Background: an optimization exercise with open tools, aiming at small area, a short achievable clock period and few clock cycles per item. Do not read the settings as production practice. Where RTL was checked, it was by simulation tests only, not by an equivalence proof against the original. Power and IR drop assume default switching activity.

Design nonpreemptive_priority_scheduler_unit, start of the top module:
module nonpreemptive_priority_scheduler_unit (
  input  logic              clk,
  input  logic              rst,
  input  logic              jobs_valid,
  output logic              jobs_ready,
  input  logic              jobs_op,
  input  logic [IdW-1:0]    jobs_job_id,
  input  logic [BurstW-1:0] jobs_burst_ms,
  input  logic [PrioW-1:0]  jobs_prio_level,
  output logic              results_valid,
  input  logic              results_ready,
  output logic [KindW-1:0]  results_kind,
  output logic [IdW-1:0]    results_out_id,
  output logic [BurstW-1:0] results_out_burst,
  output logic [PrioW-1:0]  results_out_prio,
  output logic [TimeW-1:0]  results_turnaround,
  output logic [TimeW-1:0]  results_waiting,
  output logic [SumW-1:0]   results_sum_turnaround,
  output logic [SumW-1:0]   results_sum_waiting,
  output logic [DoneW-1:0]  results_jobs_done,
  output logic              results_last
);
  localparam int QD = 16;
  localparam int TD = 3;    
  function automatic logic [1:0] cmp_join(input logic [1:0] hi, input logic [1:0] lo);
    cmp_join = {hi[1] | (hi[0] & lo[1]), hi[0] & lo[0]};
  endfunction
  ...
clock: 5.0 ns
lec_check: 0
cap_margin: 20
core_margin: 2
core_utilization: 40
cts_buf_list: sky130_fd_sc_hd__clkbuf_16
cts_cluster_diameter: 60
cts_cluster_size: 30
place_density: 0.6
slew_margin: 20
run.sh (not shown) runs the stock make flow with config.mk's settings and CLKGATE_MAP_FILE= SYNTH_SCRIPT=/design/flow/synth_recipe.tcl, a recipe that flattens the netlist after the stock synthesis.
Rerun with:
--- a/flow/config.mk
+++ b/flow/config.mk
@@ -11,5 +11,6 @@
 export CTS_BUF_LIST = sky130_fd_sc_hd__clkbuf_16
-export CTS_CLUSTER_DIAMETER = 60
+export CTS_CLUSTER_DIAMETER = 100
 export CTS_CLUSTER_SIZE = 30
 export PLACE_DENSITY = 0.6
+export SETUP_SLACK_MARGIN = 2.0
 export SLEW_MARGIN = 20
What happened: Non-clock buffer count is higher by 99; final cell count stays flat; total power is lower by 12%.
No run of this note included a check of the RTL's function; only the layout flow was run.

---

nonpreemptive_priority_scheduler_unit, a different RTL version from the one above (not shown whole).
For scale: roughly 3500 cells after synthesis, about 1200 flip-flops, ~49000 sq um of cells after synthesis.
## nonpreemptive_priority_scheduler_unit
module nonpreemptive_priority_scheduler_unit (
  input  logic              clk,
  input  logic              rst,
  input  logic              jobs_valid,
  output logic              jobs_ready,
  input  logic              jobs_op,
  input  logic [IdW-1:0]    jobs_job_id,
  input  logic [BurstW-1:0] jobs_burst_ms,
  input  logic [PrioW-1:0]  jobs_prio_level,
  output logic              results_valid,
  input  logic              results_ready,
  output logic [KindW-1:0]  results_kind,
  output logic [IdW-1:0]    results_out_id,
  output logic [BurstW-1:0] results_out_burst,
  output logic [PrioW-1:0]  results_out_prio,
  output logic [TimeW-1:0]  results_turnaround,
  output logic [TimeW-1:0]  results_waiting,
  output logic [SumW-1:0]   results_sum_turnaround,
  output logic [SumW-1:0]   results_sum_waiting,
  output logic [DoneW-1:0]  results_jobs_done,
  output logic              results_last
);
export LEC_CHECK = 0
export CAP_MARGIN = 20
export CORE_MARGIN = 2
export CORE_UTILIZATION = 40
export PLACE_DENSITY = 0.6
export SETUP_SLACK_MARGIN = 2.5
export SLEW_MARGIN = 20
create_clock -name core_clock -period 5.0 [get_ports {clk}]
standard.sh (not shown) runs the stock make flow with config.mk's settings and CLKGATE_MAP_FILE= SYNTH_SCRIPT=/design/flow/synth_recipe.tcl, a recipe that flattens the netlist after the stock synthesis.
==> flow/flow/run.sh <==
#!/bin/bash
# The standard layout (standard.sh), with two changes passed to ORFS through its
# own variables: the port buffers use a plain buffer cell, and clock tree
# synthesis inserts no dummy loads. Everything else is the standard flow.
set -euo pipefail
export BUFFER_PORTS_ARGS="-buffer_cell sky130_fd_sc_hd__buf_4"
export CTS_ARGS="-sink_clustering_enable -repair_clock_nets -dont_use_dummy_load -buf_list sky130_fd_sc_hd__clkbuf_16 -sink_clustering_size 30 -sink_clustering_max_diameter 60"
bash standard.sh > standard_flow.log 2>&1
Testbench counts at the start, summed over its fixed seeds: cycles 14,488, items 8,000.
Then changed:
ABC_AREA = 1   (was not set)
SETUP_SLACK_MARGIN = 2.3   (was 2.5)
Outcome: Final area came out lower by 4.8%; register-to-register slack gains 0.37 ns; setup slack gets better by 0.37 ns; final cell count goes up by 20%; clock-buffer cell count went up by 7.
Then changed:
ABC_AREA = not set   (was 1)
Result: The new run finished clean; die area came out lower by 4.4%; synthesized cell count came out lower by 27%; setup slack got worse by 0.37 ns.
Then changed:
ABC_AREA = 1   (was not set)
SETUP_SLACK_MARGIN = 2.5   (was 2.3)
=> Routed wire length goes down by 3.8%; clock power goes up by 7.8%; total power grows by 2.7%; die area is higher by 4.6%; clock skew shrinks by 0.0084 ns; non-clock buffer count came out lower by 35; final area increases by 3.2%; worst hold slack loses 0.0045 ns; core utilization drops by 0.70 points.

## afterwards: timing with drivers on the ports
Ports are ideal in the flow. The routed layouts listed here were re-timed in OpenROAD.
Step 1 sets driving cells, clkbuf_16 on the clock port and buf_2 on the other inputs (assumed; they add their load-dependent delay and slew).
Step 2 moves the port delays by t, midway between the first and last clock arrival at a register: inputs arrive t later, outputs are due t later. That takes back most of the time a late clock gives input paths.
Three values: ideal, step 1, step 2; two values: the first two.
run | t, ns | setup slack, ns | worst setup path at the end
the first run of note 1 | 0.774 | 0.658 / 0.658 / 0.243 | input to register
the second run of note 1 | 0.760 | 1.671 / 1.671 / 0.980 | input to register
the first run of note 2 | 0.750 | 2.001 / 2.001 / 1.753 | input to register
the second run of note 2 | 0.746 | 2.373 / 2.373 / 1.687 | input to register
the third run of note 2 | 0.738 | 2.005 / 2.005 / 1.599 | input to register
the fourth run of note 2 | 0.752 | 2.438 / 2.484 / 1.737 | input to register
After both steps every run listed still meets setup and hold. The setup slack of the fourth run of note 2, which loses most, moves by +0.046 ns with the drivers and by -0.701 ns with both steps.
